This design comes from an exercise in tuning for small area on the open sky130 flow, not from production work.
Only simulation tests tie the RTL to the original design; equivalence was not proved.
The flow treats the clock pin as an ideal source. Dropping or thinning the clock tree relies on that and would not hold on a real chip.
Power is estimated from default activity; no workload was simulated.

sierra:
Design sift_front_top, start of the top module:
module sift_front_top (
    input  wire logic clk_100mhz,
    input  wire logic sys_rst,
    input  wire logic uart_rxd_i,
    input  wire logic send_req_i,
    output logic      uart_txd_o,
    output logic      frame_loaded_o,
    output logic      pyramid_done_o,
    output logic      busy_o
);
==> flow/config.mk <==
export PLATFORM = sky130hd
export DESIGN_NAME = sift_front_top
export DESIGN_NICKNAME = sift_front_top
export VERILOG_FILES = /design/flow/design.v
export SDC_FILE = /design/flow/constraint.sdc
export NUM_CORES = 4
export LEC_CHECK = 0
export CAP_MARGIN = 20
export CORE_MARGIN = 2
export CORE_UTILIZATION = 50
export CTS_BUF_LIST = sky130_fd_sc_hd__clkbuf_8
export CTS_CLUSTER_DIAMETER = 100
export CTS_CLUSTER_SIZE = 30
export SLEW_MARGIN = 20
==> flow/constraint.sdc <==
create_clock -name core_clock -period 10.0 [get_ports {clk_100mhz}]
set_input_delay 2.0000 -clock core_clock [delete_from_list [all_inputs] [get_ports {clk_100mhz}]]
set_output_delay 2.0000 -clock core_clock [all_outputs]
set_load 0.01 [all_outputs]
standard.sh (not shown) runs the stock make flow with config.mk's settings and CLKGATE_MAP_FILE= SYNTH_SCRIPT=/design/flow/synth_recipe.tcl, a recipe that flattens the netlist after the stock synthesis.
==> flow/flow/run.sh <==
#!/bin/bash
# The standard layout (the standard.sh, standard synthesis unchanged), with the clock
# tree replaced after clock tree synthesis by a flat one (flow/cts_post.tcl): the clock port
# drives a root clock inverter, which drives six leaf inverters, each driving the flip-flops
# of one sixth of the placement.
set -euo pipefail
here=$(pwd)
export POST_CTS_TCL="$here/flow/cts_post.tcl"
export CTS_ARGS="-sink_clustering_enable -repair_clock_nets -dont_use_dummy_load -buf_list sky130_fd_sc_hd__clkbuf_8"
export BUFFER_PORTS_ARGS="-buffer_cell sky130_fd_sc_hd__buf_1"
bash standard.sh > standard.log 2>&1
==> flow/flow/cts_post.tcl <==
# Replace the clock tree that clock_tree_synthesis built with a flat one: the clock port
# drives NLEAF clock buffers, each driving the clock pins of one group of flip-flops,
# grouped by placement. Then legalize and repair hold as cts.tcl does.
# ncol x nrow leaves of leaf_master, fed by one root_master cell at their centre;
# with inverters both levels invert, so the flip-flops see the clock's own polarity
set ncol 2
set nrow 3
set leaf_master_name sky130_fd_sc_hd__clkinv_8
set root_master_name sky130_fd_sc_hd__clkinv_8

set db [ord::get_db]
set block [ord::get_db_block]
set clk_net [$block findNet clk_100mhz]

# walk the tree: sinks are the clock pins of non-buffer cells
# this file is sourced from inside a proc, so the walk's lists live in ::
set ::mcts_sinks {}
set ::mcts_insts {}
set ::mcts_nets {}
proc mcts_walk { net } {
  foreach it [$net getITerms] {
    if { [$it isOutputSignal] } { continue }
    set inst [$it getInst]
    set m [[$inst getMaster] getName]
    if { [string match "sky130_fd_sc_hd__clkbuf_*" $m] || [string match "sky130_fd_sc_hd__clkinv*" $m] } {
      lappend ::mcts_insts $inst
      foreach o [$inst getITerms] {
        if { [$o isOutputSignal] && [$o getNet] ne "NULL" } {
          lappend ::mcts_nets [$o getNet]
          mcts_walk [$o getNet]
        }
      }
    } else {
      lappend ::mcts_sinks $it
    }
  }
}
mcts_walk $clk_net
set sinks $::mcts_sinks
set tree_insts $::mcts_insts
set tree_nets $::mcts_nets
puts "manual cts: [llength $sinks] sinks, removing [llength $tree_insts] tree cells"

foreach s $sinks { $s disconnect }
foreach inst $tree_insts { odb::dbInst_destroy $inst }
foreach n $tree_nets { odb::dbNet_destroy $n }

# group sinks by placement: split on x into columns, then each column on y
proc sink_xy { it } {
  set inst [$it getInst]
  set bb [$inst getBBox]
  return [list [expr {([$bb xMin] + [$bb xMax]) / 2}] [expr {([$bb yMin] + [$bb yMax]) / 2}]]
}
set pts {}
foreach s $sinks { lappend pts [concat [sink_xy $s] [list $s]] }
set pts [lsort -integer -index 0 $pts]
set groups {}
set n [llength $pts]
for {set c 0} {$c < $ncol} {incr c} {
  set col [lrange $pts [expr {$c * $n / $ncol}] [expr {($c + 1) * $n / $ncol - 1}]]
  set col [lsort -integer -index 1 $col]
  set m [llength $col]
  for {set r 0} {$r < $nrow} {incr r} {
    lappend groups [lrange $col [expr {$r * $m / $nrow}] [expr {($r + 1) * $m / $nrow - 1}]]
  }
}

proc mcts_pins { master } {
  set in ""; set out ""
  foreach mt [$master getMTerms] {
    if { [$mt getSigType] ne "SIGNAL" } { continue }
    if { [$mt getIoType] eq "OUTPUT" } { set out [$mt getName] } else { set in [$mt getName] }
  }
  return [list $in $out]
}
set master [$db findMaster $leaf_master_name]
lassign [mcts_pins $master] leaf_in leaf_out
set rmaster [$db findMaster $root_master_name]
lassign [mcts_pins $rmaster] root_in root_out
set root [odb::dbInst_create $block $rmaster "clkroot"]
set root_net [odb::dbNet_create $block "clknet_root"]
$root_net setSigType CLOCK
[$root findITerm $root_in] connect $clk_net
[$root findITerm $root_out] connect $root_net
set rx 0; set ry 0
set k 0
foreach g $groups {
  set sx 0; set sy 0
  foreach p $g { incr sx [lindex $p 0]; incr sy [lindex $p 1] }
  set cx [expr {$sx / [llength $g]}]
  set cy [expr {$sy / [llength $g]}]
  set inst [odb::dbInst_create $block $master "clkleaf_$k"]
  $inst setLocation $cx $cy
  $inst setPlacementStatus PLACED
  set net [odb::dbNet_create $block "clknet_leaf_$k"]
  $net setSigType CLOCK
  [$inst findITerm $leaf_in] connect $root_net
  [$inst findITerm $leaf_out] connect $net
  incr rx $cx; incr ry $cy
  foreach p $g { [lindex $p 2] connect $net }
  puts "manual cts: leaf $k at ($cx, $cy) drives [llength $g] sinks"
  incr k
}

$root setLocation [expr {$rx / $k}] [expr {$ry / $k}]
$root setPlacementStatus PLACED

detailed_placement
estimate_parasitics -placement
repair_timing_helper -hold
detailed_placement
check_placement -verbose
estimate_parasitics -placement
report_clock_skew
report_check_types -max_slew -max_capacitance
Relative to sierra, the following input files were edited for violet:
-- flow/flow/run.sh --
<<< sierra, line 4
# drives a root clock inverter, which drives six leaf inverters, each driving the flip-flops
# of one sixth of the placement.
>>> violet, line 4
# drives four clock buffers, each driving the flip-flops of one quarter of the placement.
-- flow/flow/cts_post.tcl --
<<< sierra, line 4
# ncol x nrow leaves of leaf_master, fed by one root_master cell at their centre;
# with inverters both levels invert, so the flip-flops see the clock's own polarity
set ncol 2
set nrow 3
set leaf_master_name sky130_fd_sc_hd__clkinv_8
set root_master_name sky130_fd_sc_hd__clkinv_8
>>> violet, line 4
set nleaf 4
set leaf_master_name sky130_fd_sc_hd__clkbuf_8
if { [info exists ::env(MANUAL_CTS_LEAVES)] } { set nleaf $::env(MANUAL_CTS_LEAVES) }
if { [info exists ::env(MANUAL_CTS_BUF)] } { set leaf_master_name $::env(MANUAL_CTS_BUF) }
<<< sierra, line 16
# this file is sourced from inside a proc, so the walk's lists live in ::
set ::mcts_sinks {}
set ::mcts_insts {}
set ::mcts_nets {}
proc mcts_walk { net } {
>>> violet, line 14
set sinks {}
set tree_insts {}
set tree_nets {}
proc walk { net } {
  global sinks tree_insts tree_nets
<<< sierra, line 26
      lappend ::mcts_insts $inst
>>> violet, line 24
      lappend tree_insts $inst
<<< sierra, line 29
          lappend ::mcts_nets [$o getNet]
          mcts_walk [$o getNet]
>>> violet, line 27
          lappend tree_nets [$o getNet]
          walk [$o getNet]
<<< sierra, line 34
      lappend ::mcts_sinks $it
>>> violet, line 32
      lappend sinks $it
<<< sierra, line 38
mcts_walk $clk_net
set sinks $::mcts_sinks
set tree_insts $::mcts_insts
set tree_nets $::mcts_nets
>>> violet, line 36
walk $clk_net
<<< sierra, line 56
>>> violet, line 51
set ncol [expr {$nleaf >= 4 ? 2 : 1}]
set nrow [expr {$nleaf / $ncol}]
<<< sierra, line 68
proc mcts_pins { master } {
  set in ""; set out ""
  foreach mt [$master getMTerms] {
    if { [$mt getSigType] ne "SIGNAL" } { continue }
    if { [$mt getIoType] eq "OUTPUT" } { set out [$mt getName] } else { set in [$mt getName] }
  }
  return [list $in $out]
}
>>> violet, line 65
<<< sierra, line 77
lassign [mcts_pins $master] leaf_in leaf_out
set rmaster [$db findMaster $root_master_name]
lassign [mcts_pins $rmaster] root_in root_out
set root [odb::dbInst_create $block $rmaster "clkroot"]
set root_net [odb::dbNet_create $block "clknet_root"]
$root_net setSigType CLOCK
[$root findITerm $root_in] connect $clk_net
[$root findITerm $root_out] connect $root_net
set rx 0; set ry 0
>>> violet, line 66
<<< sierra, line 97
  [$inst findITerm $leaf_in] connect $root_net
  [$inst findITerm $leaf_out] connect $net
  incr rx $cx; incr ry $cy
>>> violet, line 77
  [$inst findITerm A] connect $clk_net
  [$inst findITerm X] connect $net
<<< sierra, line 104

$root setLocation [expr {$rx / $k}] [expr {$ry / $k}]
$root setPlacementStatus PLACED
>>> violet, line 83
Results
- violet did not run to completion, as it errored out during clock tree synthesis.
- sierra → violet: number of synthesized flops with an enable pin stayed essentially flat, proportion of synthesized area in mux cells flat, initial cell density of the core comparable, register bit count reported by yosys stayed essentially flat, complex-gate fraction of the synthesized area level.
Here is what was changed in the inputs of raven compared with violet.
-- flow/flow/run.sh --
<<< violet, line 4
# drives four clock buffers, each driving the flip-flops of one quarter of the placement.
>>> raven, line 4
# drives a root clock inverter, which drives six leaf inverters, each driving the flip-flops
# of one sixth of the placement.
<<< violet, line 10
>>> raven, line 11
export RECOVER_POWER=100
-- flow/flow/cts_post.tcl --
<<< violet, line 4
set nleaf 4
set leaf_master_name sky130_fd_sc_hd__clkbuf_8
if { [info exists ::env(MANUAL_CTS_LEAVES)] } { set nleaf $::env(MANUAL_CTS_LEAVES) }
if { [info exists ::env(MANUAL_CTS_BUF)] } { set leaf_master_name $::env(MANUAL_CTS_BUF) }
>>> raven, line 4
# ncol x nrow leaves of leaf_master, fed by one root_master cell at their centre;
# with inverters both levels invert, so the flip-flops see the clock's own polarity
set ncol 2
set nrow 3
set leaf_master_name sky130_fd_sc_hd__clkinv_8
set root_master_name sky130_fd_sc_hd__clkinv_8
<<< violet, line 14
set sinks {}
set tree_insts {}
set tree_nets {}
proc walk { net } {
  global sinks tree_insts tree_nets
>>> raven, line 16
# this file is sourced from inside a proc, so the walk's lists live in ::
set ::mcts_sinks {}
set ::mcts_insts {}
set ::mcts_nets {}
proc mcts_walk { net } {
<<< violet, line 24
      lappend tree_insts $inst
>>> raven, line 26
      lappend ::mcts_insts $inst
<<< violet, line 27
          lappend tree_nets [$o getNet]
          walk [$o getNet]
>>> raven, line 29
          lappend ::mcts_nets [$o getNet]
          mcts_walk [$o getNet]
<<< violet, line 32
      lappend sinks $it
>>> raven, line 34
      lappend ::mcts_sinks $it
<<< violet, line 36
walk $clk_net
>>> raven, line 38
mcts_walk $clk_net
set sinks $::mcts_sinks
set tree_insts $::mcts_insts
set tree_nets $::mcts_nets
<<< violet, line 51
set ncol [expr {$nleaf >= 4 ? 2 : 1}]
set nrow [expr {$nleaf / $ncol}]
>>> raven, line 56
<<< violet, line 65
>>> raven, line 68
proc mcts_pins { master } {
  set in ""; set out ""
  foreach mt [$master getMTerms] {
    if { [$mt getSigType] ne "SIGNAL" } { continue }
    if { [$mt getIoType] eq "OUTPUT" } { set out [$mt getName] } else { set in [$mt getName] }
  }
  return [list $in $out]
}
<<< violet, line 66
>>> raven, line 77
lassign [mcts_pins $master] leaf_in leaf_out
set rmaster [$db findMaster $root_master_name]
lassign [mcts_pins $rmaster] root_in root_out
set root [odb::dbInst_create $block $rmaster "clkroot"]
set root_net [odb::dbNet_create $block "clknet_root"]
$root_net setSigType CLOCK
[$root findITerm $root_in] connect $clk_net
[$root findITerm $root_out] connect $root_net
set rx 0; set ry 0
<<< violet, line 77
  [$inst findITerm A] connect $clk_net
  [$inst findITerm X] connect $net
>>> raven, line 97
  [$inst findITerm $leaf_in] connect $root_net
  [$inst findITerm $leaf_out] connect $net
  incr rx $cx; incr ry $cy
<<< violet, line 83
>>> raven, line 104

$root setLocation [expr {$rx / $k}] [expr {$ry / $k}]
$root setPlacementStatus PLACED
==> results.txt <==
raven: flow completed, timing, DRC and antenna clean. On number of nets in the synthesized netlist, violet and raven are basically level. Diff raven..violet | placement-stage worst setup slack | unchanged. raven and violet ended up with roughly the same starting density of the core. Area after synthesis: raven vs violet — no meaningful difference. Changes observed in raven relative to violet: area share of fa/ha/maj cells after synthesis stayed essentially flat, synthesized area per cell ~0 delta, placed standard-cell area shows no meaningful change, fraction of the mapped netlist area in simple logic gates now sits at about the same level.
In sierra and raven the design's own scripts or RTL, not TritonCTS, make the clock network.

Starting RTL as in the previous note.
clock: 10.0 ns
lec_check: 0
cap_margin: 20
core_margin: 2
core_utilization: 50
cts_buf_list: sky130_fd_sc_hd__clkbuf_8
cts_cluster_diameter: 100
cts_cluster_size: 30
slew_margin: 20
==> flow/flow/run.sh <==
#!/bin/bash
# The standard layout (the standard.sh, standard synthesis unchanged), with two changes:
# clock tree synthesis adds no dummy loads, and the port buffers are buf_1 cells.
set -euo pipefail
export CTS_ARGS="-sink_clustering_enable -repair_clock_nets -dont_use_dummy_load -buf_list sky130_fd_sc_hd__clkbuf_8 -sink_clustering_size 30 -sink_clustering_max_diameter 100"
export BUFFER_PORTS_ARGS="-buffer_cell sky130_fd_sc_hd__buf_1"
bash standard.sh > standard.log 2>&1
Rerun with:
==> flow/flow/run.sh (replaced) <==
#!/bin/bash
# Standard layout, with clock tree synthesis told not to add dummy loads.
set -euo pipefail
export CTS_ARGS="-sink_clustering_enable -repair_clock_nets -dont_use_dummy_load -buf_list sky130_fd_sc_hd__clkbuf_8 -sink_clustering_size 30 -sink_clustering_max_diameter 100"
bash standard.sh > standard.log 2>&1
Setup slack loses 0.24 ns.
Clock power grows by about 1%.
Global-route usage stays flat.
Rerun with:
==> flow/flow/run.sh (replaced) <==
#!/bin/bash
# Standard layout, with clock tree synthesis told not to add dummy loads.
set -euo pipefail
export CTS_ARGS="-sink_clustering_enable -repair_clock_nets -dont_use_dummy_load -buf_list sky130_fd_sc_hd__clkbuf_8 -sink_clustering_size 50 -sink_clustering_max_diameter 200 -sink_buffer_max_cap_derate 1.0"
bash standard.sh > standard.log 2>&1
Total power does not change.
Setup slack stays the same.
Via count is unchanged.
Die area stays the same.
Sequential power stays flat.
Final cell count stays the same.
Routed wire length is unchanged.
Rerun with:
==> flow/run.sh (new file) <==
#!/bin/bash
# synth_recipe.tcl (not shown) runs the flow's synth.tcl, then flattens the netlist and writes it again
# the make line also repeats each setting of config.mk as NAME=value (left out here)
make -C /OpenROAD-flow-scripts/flow DESIGN_CONFIG=/design/flow/config.mk WORK_HOME=/design/flow/orfs CLKGATE_MAP_FILE= SYNTH_SCRIPT=/design/flow/synth_recipe.tcl finish
removed: flow/flow/run.sh
removed: flow/standard.sh
Combinational power hardly moves.
Worst setup slack gets worse by 0.018 ns.
Total power increases by 8.4%.
Worst hold slack gets better by 0.022 ns.
Fmax decreases by 0.41%.
First-iteration DRC count decreases by 20%.
Clock-buffer cell count stays the same.
Sequential cell count stays the same.
Critical path depth stays the same.
Final cell count increases by 2.6%.

## indigo
The RTL this note starts from:
==> flow/design.v <==
`timescale 1ns/1ps
`default_nettype none
module sift_front_top (
    input  wire logic clk_100mhz,
    input  wire logic sys_rst,
    input  wire logic uart_rxd_i,
    input  wire logic send_req_i,
    output logic      uart_txd_o,
    output logic      frame_loaded_o,
    output logic      pyramid_done_o,
    output logic      busy_o
);
    function automatic logic [5:0] lfsr(input logic [5:0] v);
        lfsr = {v[4:0], ~(v[5] ^ v[4])};
    endfunction
    function automatic logic [1:0] jstep(input logic [1:0] v);
        jstep = {v[0], ~v[1]};
    endfunction
    logic       rxd_meta, rxd_sync;
    logic [4:0] rph;
    logic [5:0] rbaud;
    logic [7:0] rsh;
    logic       rx_wait, rx_stop, rx_data;
    logic       r9, r33, r0;
    logic       rstep, rkill;
    logic       rx_ok;       
    assign rx_wait = !rph[4] && !rph[0];
    assign rx_stop =  rph[4] && !rph[3];
    assign rx_data = !rx_wait && !rx_stop;
    assign r9      = (rbaud == 6'd9);      
    assign r33     = (rbaud == 6'd33);     
    assign r0      = (rbaud == 6'd0);
    assign rx_ok   = rx_stop && r9 && rxd_sync;
    assign rstep   = rx_wait ? (r33 && !rxd_sync) : r9;
    assign rkill   = sys_rst || (rx_wait ? (r33 || (r0 && rxd_sync)) : r9);
    always_ff @(posedge clk_100mhz) begin
        rxd_meta <= uart_rxd_i || sys_rst;
        rxd_sync <= rxd_meta || sys_rst;
        rbaud    <= rkill ? 6'd0 : lfsr(rbaud);
        if (sys_rst)    rph <= '0;
        else if (rstep) rph <= {rph[3:0], !rph[4]};
        if (rx_data && r9) rsh <= {rxd_sync, rsh[7:1]};
    end
    logic [7:0] ring [16];
    logic [3:0] ext;         
    logic       e2;          
    logic [3:0] ph;          
    logic [1:0] py, px;      
    logic       pdy, pdx;    
    logic       xl, yl;
    logic       hit;
    logic       pend;        
    logic       first;       
    logic       last;        
    logic       wr;
    logic [9:0] acc;
    logic [9:0] sum;
    logic [10:0] cy;
    logic [7:0] newv;
    assign hit   = (ph == {py, px});
    assign xl    = (px == 2'b10);
    assign yl    = (py == 2'b10);
    assign first = !pdy && !pdx;
    assign last  =  pdy &&  pdx;
    assign wr    = pend && hit && (!first || rx_data);
    assign acc   = first ? 10'd0 : {e2 && last, ext[0], ring[0]};
    always_comb begin
        cy[0] = 1'b0;
        for (int i = 0; i < 10; i++) begin
            sum[i]  = acc[i] ^ (i < 8 ? rsh[i] : 1'b0) ^ cy[i];
            cy[i+1] = (acc[i] & (i < 8 ? rsh[i] : 1'b0)) | (cy[i] & (acc[i] ^ (i < 8 ? rsh[i] : 1'b0)));
        end
    end
    assign newv = last ? sum[9:2] : sum[7:0];
    always_ff @(posedge clk_100mhz) begin
        for (int i = 0; i < 15; i++) ring[i] <= ring[i+1];
        ring[15] <= wr ? newv : ring[0];
        ext      <= {wr ? sum[8] : ext[0], ext[3:1]};
        if (wr) e2 <= sum[9];
    end
    localparam logic [3:0] Q_STOP = 4'd9, Q_LEAD = 4'd10, Q_WA = 4'd11, Q_WB = 4'd12, Q_IDLE = 4'd15;
    logic [3:0] seq;
    logic [5:0] tb;
    logic       nb;
    logic       lastc;
    logic       term;
    assign lastc = xl && yl;
    assign term  = (tb == 6'd9 && (seq <= 4'd8 || seq == Q_WA)) ||
                   (seq == Q_LEAD && tb == 6'd3) ||
                   (seq == Q_STOP && tb == (lastc ? 6'd19 : 6'd38)) ||
                   (seq == Q_WB && tb == 6'd58);
    assign busy_o         = (seq <= Q_LEAD);
    assign frame_loaded_o = (seq == Q_WA) && (tb == 6'd1);
    assign pyramid_done_o = (seq == Q_WB) && term;
    always_ff @(posedge clk_100mhz) begin
        tb <= (sys_rst || seq == Q_IDLE || term) ? 6'd0 : lfsr(tb);
        if (sys_rst) begin
            seq        <= Q_IDLE;
            uart_txd_o <= 1'b1;
            ph         <= '0;
            py         <= '0;
            px         <= '0;
            pdy        <= 1'b0;
            pdx        <= 1'b0;
            pend       <= 1'b0;
        end else begin
            ph[1:0] <= jstep(ph[1:0]);
            if (ph[1:0] == 2'b10) ph[3:2] <= jstep(ph[3:2]);
            if (rx_ok) pend <= 1'b1;
            else if (wr) begin
                pend <= 1'b0;
                pdx  <= !pdx;
                if (pdx) begin
                    px <= jstep(px);
                    if (xl) begin
                        pdy <= !pdy;
                        if (pdy) py <= jstep(py);
                    end
                end
            end
            case (seq)
                Q_IDLE: begin
                    if (send_req_i)                  seq <= Q_LEAD;
                    else if (rx_ok && last && lastc) seq <= Q_WA;
                end
                Q_WA: if (term) seq <= Q_WB;
                Q_WB: if (term) seq <= send_req_i ? Q_LEAD : Q_IDLE;
                Q_LEAD: if (term) begin
                    seq        <= 4'd0;
                    uart_txd_o <= 1'b0;
                end
                Q_STOP: if (term) begin
                    px         <= jstep(px);
                    if (xl) py <= jstep(py);
                    seq        <= lastc ? Q_IDLE : 4'd0;
                    uart_txd_o <= lastc;
                end
                4'd8: if (term) begin
                    seq        <= Q_STOP;
                    uart_txd_o <= 1'b1;
                end
                default: if (term) begin
                    seq        <= seq + 1'b1;
                    uart_txd_o <= nb;
                end
            endcase
        end
    end
    always_ff @(posedge clk_100mhz) begin
        if (hit) nb <= ring[0][seq[2:0]];
    end
endmodule
`default_nettype wire
Settings: LEC_CHECK=0, CAP_MARGIN=20, CORE_MARGIN=2, CORE_UTILIZATION=50, CTS_BUF_LIST=sky130_fd_sc_hd__clkbuf_8, CTS_CLUSTER_DIAMETER=100, CTS_CLUSTER_SIZE=30, SLEW_MARGIN=20; clock period 10.0 ns.
==> flow/flow/run.sh <==
#!/bin/bash
# The standard layout (the standard.sh, standard synthesis unchanged), with the clock
# tree replaced after clock tree synthesis by a flat one (flow/cts_post.tcl): the clock port
# drives a root clock inverter, which drives six leaf inverters, each driving the flip-flops
# of one sixth of the placement.
set -euo pipefail
here=$(pwd)
export POST_CTS_TCL="$here/flow/cts_post.tcl"
export CTS_ARGS="-sink_clustering_enable -repair_clock_nets -dont_use_dummy_load -buf_list sky130_fd_sc_hd__clkbuf_8"
export BUFFER_PORTS_ARGS="-buffer_cell sky130_fd_sc_hd__buf_1"
bash standard.sh > standard.log 2>&1
==> flow/flow/cts_post.tcl <==
# Replace the clock tree that clock_tree_synthesis built with a flat one: the clock port
# drives NLEAF clock buffers, each driving the clock pins of one group of flip-flops,
# grouped by placement. Then legalize and repair hold as cts.tcl does.
# ncol x nrow leaves of leaf_master, fed by one root_master cell at their centre;
# with inverters both levels invert, so the flip-flops see the clock's own polarity
set ncol 2
set nrow 5
set leaf_master_name sky130_fd_sc_hd__clkinv_4
set root_master_name sky130_fd_sc_hd__clkinv_8

set db [ord::get_db]
set block [ord::get_db_block]
set clk_net [$block findNet clk_100mhz]

# walk the tree: sinks are the clock pins of non-buffer cells
# this file is sourced from inside a proc, so the walk's lists live in ::
set ::mcts_sinks {}
set ::mcts_insts {}
set ::mcts_nets {}
proc mcts_walk { net } {
  foreach it [$net getITerms] {
    if { [$it isOutputSignal] } { continue }
    set inst [$it getInst]
    set m [[$inst getMaster] getName]
    if { [string match "sky130_fd_sc_hd__clkbuf_*" $m] || [string match "sky130_fd_sc_hd__clkinv*" $m] } {
      lappend ::mcts_insts $inst
      foreach o [$inst getITerms] {
        if { [$o isOutputSignal] && [$o getNet] ne "NULL" } {
          lappend ::mcts_nets [$o getNet]
          mcts_walk [$o getNet]
        }
      }
    } else {
      lappend ::mcts_sinks $it
    }
  }
}
mcts_walk $clk_net
set sinks $::mcts_sinks
set tree_insts $::mcts_insts
set tree_nets $::mcts_nets
puts "manual cts: [llength $sinks] sinks, removing [llength $tree_insts] tree cells"

foreach s $sinks { $s disconnect }
foreach inst $tree_insts { odb::dbInst_destroy $inst }
foreach n $tree_nets { odb::dbNet_destroy $n }

# group sinks by placement: split on x into columns, then each column on y
proc sink_xy { it } {
  set inst [$it getInst]
  set bb [$inst getBBox]
  return [list [expr {([$bb xMin] + [$bb xMax]) / 2}] [expr {([$bb yMin] + [$bb yMax]) / 2}]]
}
set pts {}
foreach s $sinks { lappend pts [concat [sink_xy $s] [list $s]] }
set pts [lsort -integer -index 0 $pts]
set groups {}
set n [llength $pts]
for {set c 0} {$c < $ncol} {incr c} {
  set col [lrange $pts [expr {$c * $n / $ncol}] [expr {($c + 1) * $n / $ncol - 1}]]
  set col [lsort -integer -index 1 $col]
  set m [llength $col]
  for {set r 0} {$r < $nrow} {incr r} {
    lappend groups [lrange $col [expr {$r * $m / $nrow}] [expr {($r + 1) * $m / $nrow - 1}]]
  }
}

proc mcts_pins { master } {
  set in ""; set out ""
  foreach mt [$master getMTerms] {
    if { [$mt getSigType] ne "SIGNAL" } { continue }
    if { [$mt getIoType] eq "OUTPUT" } { set out [$mt getName] } else { set in [$mt getName] }
  }
  return [list $in $out]
}
set master [$db findMaster $leaf_master_name]
lassign [mcts_pins $master] leaf_in leaf_out
set rmaster [$db findMaster $root_master_name]
lassign [mcts_pins $rmaster] root_in root_out
set root [odb::dbInst_create $block $rmaster "clkroot"]
set root_net [odb::dbNet_create $block "clknet_root"]
$root_net setSigType CLOCK
[$root findITerm $root_in] connect $clk_net
[$root findITerm $root_out] connect $root_net
set rx 0; set ry 0
set k 0
foreach g $groups {
  set sx 0; set sy 0
  foreach p $g { incr sx [lindex $p 0]; incr sy [lindex $p 1] }
  set cx [expr {$sx / [llength $g]}]
  set cy [expr {$sy / [llength $g]}]
  set inst [odb::dbInst_create $block $master "clkleaf_$k"]
  $inst setLocation $cx $cy
  $inst setPlacementStatus PLACED
  set net [odb::dbNet_create $block "clknet_leaf_$k"]
  $net setSigType CLOCK
  [$inst findITerm $leaf_in] connect $root_net
  [$inst findITerm $leaf_out] connect $net
  incr rx $cx; incr ry $cy
  foreach p $g { [lindex $p 2] connect $net }
  puts "manual cts: leaf $k at ($cx, $cy) drives [llength $g] sinks"
  incr k
}

$root setLocation [expr {$rx / $k}] [expr {$ry / $k}]
$root setPlacementStatus PLACED

# timing has several ns of slack everywhere: give every logic gate that synthesis
# sized up the smallest drive of the same function, if that has less area
set nswap 0
foreach inst [$block getInsts] {
  set m [$inst getMaster]
  set mn [$m getName]
  if { ![regexp {^(sky130_fd_sc_hd__[a-z0-9]+)_([0-9]+)$} $mn -> base drive] } { continue }
  if { $drive <= 1 } { continue }
  if { [regexp {__(df|edf|sdf|dl|clk|buf|inv|tap|fill|decap|conb|lpflow|probe)} $base] } { continue }
  foreach d {1 0} {
    set nm [$db findMaster ${base}_$d]
    if { $nm eq "NULL" } { continue }
    if { [$nm getWidth] < [$m getWidth] } {
      $inst swapMaster $nm
      incr nswap
      break
    }
  }
}
puts "manual cts: $nswap gates sized down"

detailed_placement
estimate_parasitics -placement
repair_design_helper
repair_timing_helper -hold
detailed_placement
check_placement -verbose
estimate_parasitics -placement
report_clock_skew
report_check_types -max_slew -max_capacitance
indigo completed end to end with timing, DRC and antenna clean.
The inputs of willow differ from those of indigo as listed below.
==> flow/flow/run.sh <==
#!/bin/bash
# The standard layout (the standard.sh, standard synthesis unchanged), with:
# - after floorplan, the logic between the registers re-mapped for area (flow/restructure.tcl);
# - after clock tree synthesis, the clock tree replaced by a flat one (flow/cts_post.tcl): the
#   clock port drives a root clock inverter, which drives six leaf inverters, each driving the
#   flip-flops of one sixth of the placement; logic gates get their smallest drive;
# - port buffers of the smallest size.
set -euo pipefail
here=$(pwd)
export FLOW_DIR_OWN="$here/flow"
export POST_FLOORPLAN_TCL="$here/flow/restructure.tcl"
export POST_CTS_TCL="$here/flow/cts_post.tcl"
export CTS_ARGS="-sink_clustering_enable -repair_clock_nets -dont_use_dummy_load -buf_list sky130_fd_sc_hd__clkbuf_8"
export BUFFER_PORTS_ARGS="-buffer_cell sky130_fd_sc_hd__buf_1"
bash standard.sh > standard.log 2>&1
diff --git a/flow/flow/cts_post.tcl b/flow/flow/cts_post.tcl
--- a/flow/flow/cts_post.tcl
+++ b/flow/flow/cts_post.tcl
@@ -7,2 +7,2 @@
-set nrow 5
-set leaf_master_name sky130_fd_sc_hd__clkinv_4
+set nrow 3
+set leaf_master_name sky130_fd_sc_hd__clkinv_8
==> flow/flow/filter_lib.py (new file) <==
"""Copy a liberty file without the given cells: filter_lib.py IN OUT CELL..."""
import re
import sys

src, dst, drop = sys.argv[1], sys.argv[2], set(sys.argv[3:])
text = open(src).read()
out = []
pos = 0
for m in re.finditer(r'^\s*cell\s*\(\s*"?([\w]+)"?\s*\)\s*\{', text, re.M):
    if m.start() < pos or m.group(1) not in drop:
        continue
    depth = 0
    i = m.end() - 1
    while True:
        c = text[i]
        if c == '{':
            depth += 1
        elif c == '}':
            depth -= 1
            if depth == 0:
                break
        i += 1
    out.append(text[pos:m.start()])
    pos = i + 1
out.append(text[pos:])
open(dst, 'w').write(''.join(out))
==> flow/flow/restructure.tcl (new file) <==
# After floorplan: re-map the logic between the registers for area with OpenROAD's
# restructure (ABC), from a copy of the library without the platform's don't-use cells.
# Registers are not touched.
set lib [lindex $::env(LIB_FILES) 0]
set wd $::env(RESULTS_DIR)/rmp
file mkdir $wd
set flib $wd/area.lib
exec python3 $::env(FLOW_DIR_OWN)/filter_lib.py $lib $flib {*}$::env(DONT_USE_CELLS)
report_design_area
restructure -target area -liberty_file $flib \
  -tielo_port sky130_fd_sc_hd__conb_1/LO -tiehi_port sky130_fd_sc_hd__conb_1/HI \
  -work_dir $wd -abc_logfile $wd/abc.log
report_design_area
file delete $flib
--- outcome ---
- willow: done, clean on timing, DRC and antenna
- Changes observed in willow relative to indigo: post-layout minimum cycle time lost 0.022 ns; wire length picked up an extra about 0.7%; worst setup slack after layout picked up an extra 0.022 ns; cell count picked up an extra about 0.9%.
- Summary of the comparison: static leakage is lower in willow, relative to indigo.
- Compared with indigo, in willow cell area reported after detailed placement saw a decrease; detail-routed net length per standard cell saw little to no change; I/O pin count saw little to no change; switching component of the power saw a decrease.
- In willow the last weighted congestion value of the routability-driven placer turned out 3.5% higher than in indigo.
The following lists how nickel was set up differently from willow:
==> flow/flow/run.sh <==
#!/bin/bash
# The standard layout (the standard.sh, standard synthesis unchanged), with the clock
# tree replaced after clock tree synthesis by a flat one (flow/cts_post.tcl): the clock port
# drives a root clock inverter, which drives six leaf inverters, each driving the flip-flops
# of one sixth of the placement.
set -euo pipefail
here=$(pwd)
export POST_CTS_TCL="$here/flow/cts_post.tcl"
export CTS_ARGS="-sink_clustering_enable -repair_clock_nets -dont_use_dummy_load -buf_list sky130_fd_sc_hd__clkbuf_8"
export BUFFER_PORTS_ARGS="-buffer_cell sky130_fd_sc_hd__buf_1"
bash standard.sh > standard.log 2>&1
removed: flow/flow/filter_lib.py
removed: flow/flow/restructure.tcl
==> results.txt <==
willow has a higher worst setup slack for register-to-register paths than nickel. nickel does better than willow on first-iteration DRC count. Between willow and nickel, the routed wire length is higher for willow. Sort willow and nickel by depth of the most critical reg-to-reg path, descending, and willow comes first. Utilization after layout: higher on nickel. Standby leakage power (higher): nickel. nickel: fraction of layout cells with a size suffix above 1 higher than willow. Against willow, nickel reports a count of inverters not on the clock network in the layout that is lower. The standard cells in nickel occupy more silicon area than those in willow do. nickel vs. willow: area growth from synthesis to final layout climbed 5.2 points, maximum clock frequency fell by 1.4 MHz.
#### Input delta (juniper over nickel)
diff --git a/flow/flow/cts_post.tcl b/flow/flow/cts_post.tcl
--- a/flow/flow/cts_post.tcl
+++ b/flow/flow/cts_post.tcl
@@ -6 +6 @@
-set ncol 2
+set ncol 3
@@ -8,2 +8,2 @@
-set leaf_master_name sky130_fd_sc_hd__clkinv_8
-set root_master_name sky130_fd_sc_hd__clkinv_8
+set leaf_master_name sky130_fd_sc_hd__clkbuf_8
+set root_master_name sky130_fd_sc_hd__clkbuf_8
@@ -108,21 +107,0 @@
-# timing has several ns of slack everywhere: give every logic gate that synthesis
-# sized up the smallest drive of the same function, if that has less area
-set nswap 0
-foreach inst [$block getInsts] {
-  set m [$inst getMaster]
-  set mn [$m getName]
-  if { ![regexp {^(sky130_fd_sc_hd__[a-z0-9]+)_([0-9]+)$} $mn -> base drive] } { continue }
-  if { $drive <= 1 } { continue }
-  if { [regexp {__(df|edf|sdf|dl|clk|buf|inv|tap|fill|decap|conb|lpflow|probe)} $base] } { continue }
-  foreach d {1 0} {
-    set nm [$db findMaster ${base}_$d]
-    if { $nm eq "NULL" } { continue }
-    if { [$nm getWidth] < [$m getWidth] } {
-      $inst swapMaster $nm
-      incr nswap
-      break
-    }
-  }
-}
-puts "manual cts: $nswap gates sized down"
-
@@ -131 +109,0 @@
-repair_design_helper
==> results.txt <==
All-layer global routing usage in juniper is 0.22 points higher than in nickel. In juniper, the total chip power came out 0.042 mW above the value in nickel. Met1 demand-to-capacity share in global routing: juniper vs nickel down 0.36 points.
In every run of this note, the design's own scripts or RTL, not TritonCTS, make the clock network.

re-timing with driven ports:
How much do the figures lean on ideal ports? The routed layouts below were timed once more, with nothing changed but the port constraints. Step 1 assumes that a clkbuf_16 drives the clock port and a buf_2 every other input. Step 2, shift: input delay + t, output delay - t, t = (earliest + latest rising clock arrival at the registers) / 2. This alone moves slack from input paths to output paths. Slacks: ideal ports / drivers / drivers and shift; pairs: ideal ports / drivers.
run	t (ns)	slack for setup (ns)	hold WS [ns]	worst slew at a driven data input, ns
sierra	0.322	5.907 / 5.907 / 5.907	0.325 / 0.325 / 0.325	0.03
raven	0.322	5.907 / 5.907 / 5.907	0.325 / 0.325 / 0.325	0.03
the first run of note 2	0.454	5.909 / 5.909 / 5.909	0.306 / 0.306 / 0.306	0.03
the second run of note 2	0.460	5.670 / 5.635 / 6.008	0.296 / 0.296 / 0.296	0.03
the third run of note 2	0.460	5.670 / 5.635 / 6.008	0.296 / 0.296 / 0.296	0.03
the fourth run of note 2	0.467	5.652 / 5.618 / 6.012	0.319 / 0.319 / 0.319	0.03
indigo	0.317	5.898 / 5.898 / 5.898	0.325 / 0.325 / 0.325	0.03
willow	0.326	5.920 / 5.920 / 5.920	0.324 / 0.325 / 0.325	0.03
nickel	0.322	5.897 / 5.897 / 5.897	0.325 / 0.325 / 0.325	0.03
juniper	0.429	5.896 / 5.896 / 5.896	0.326 / 0.326 / 0.326	0.03
After both steps every run listed still meets setup and hold.
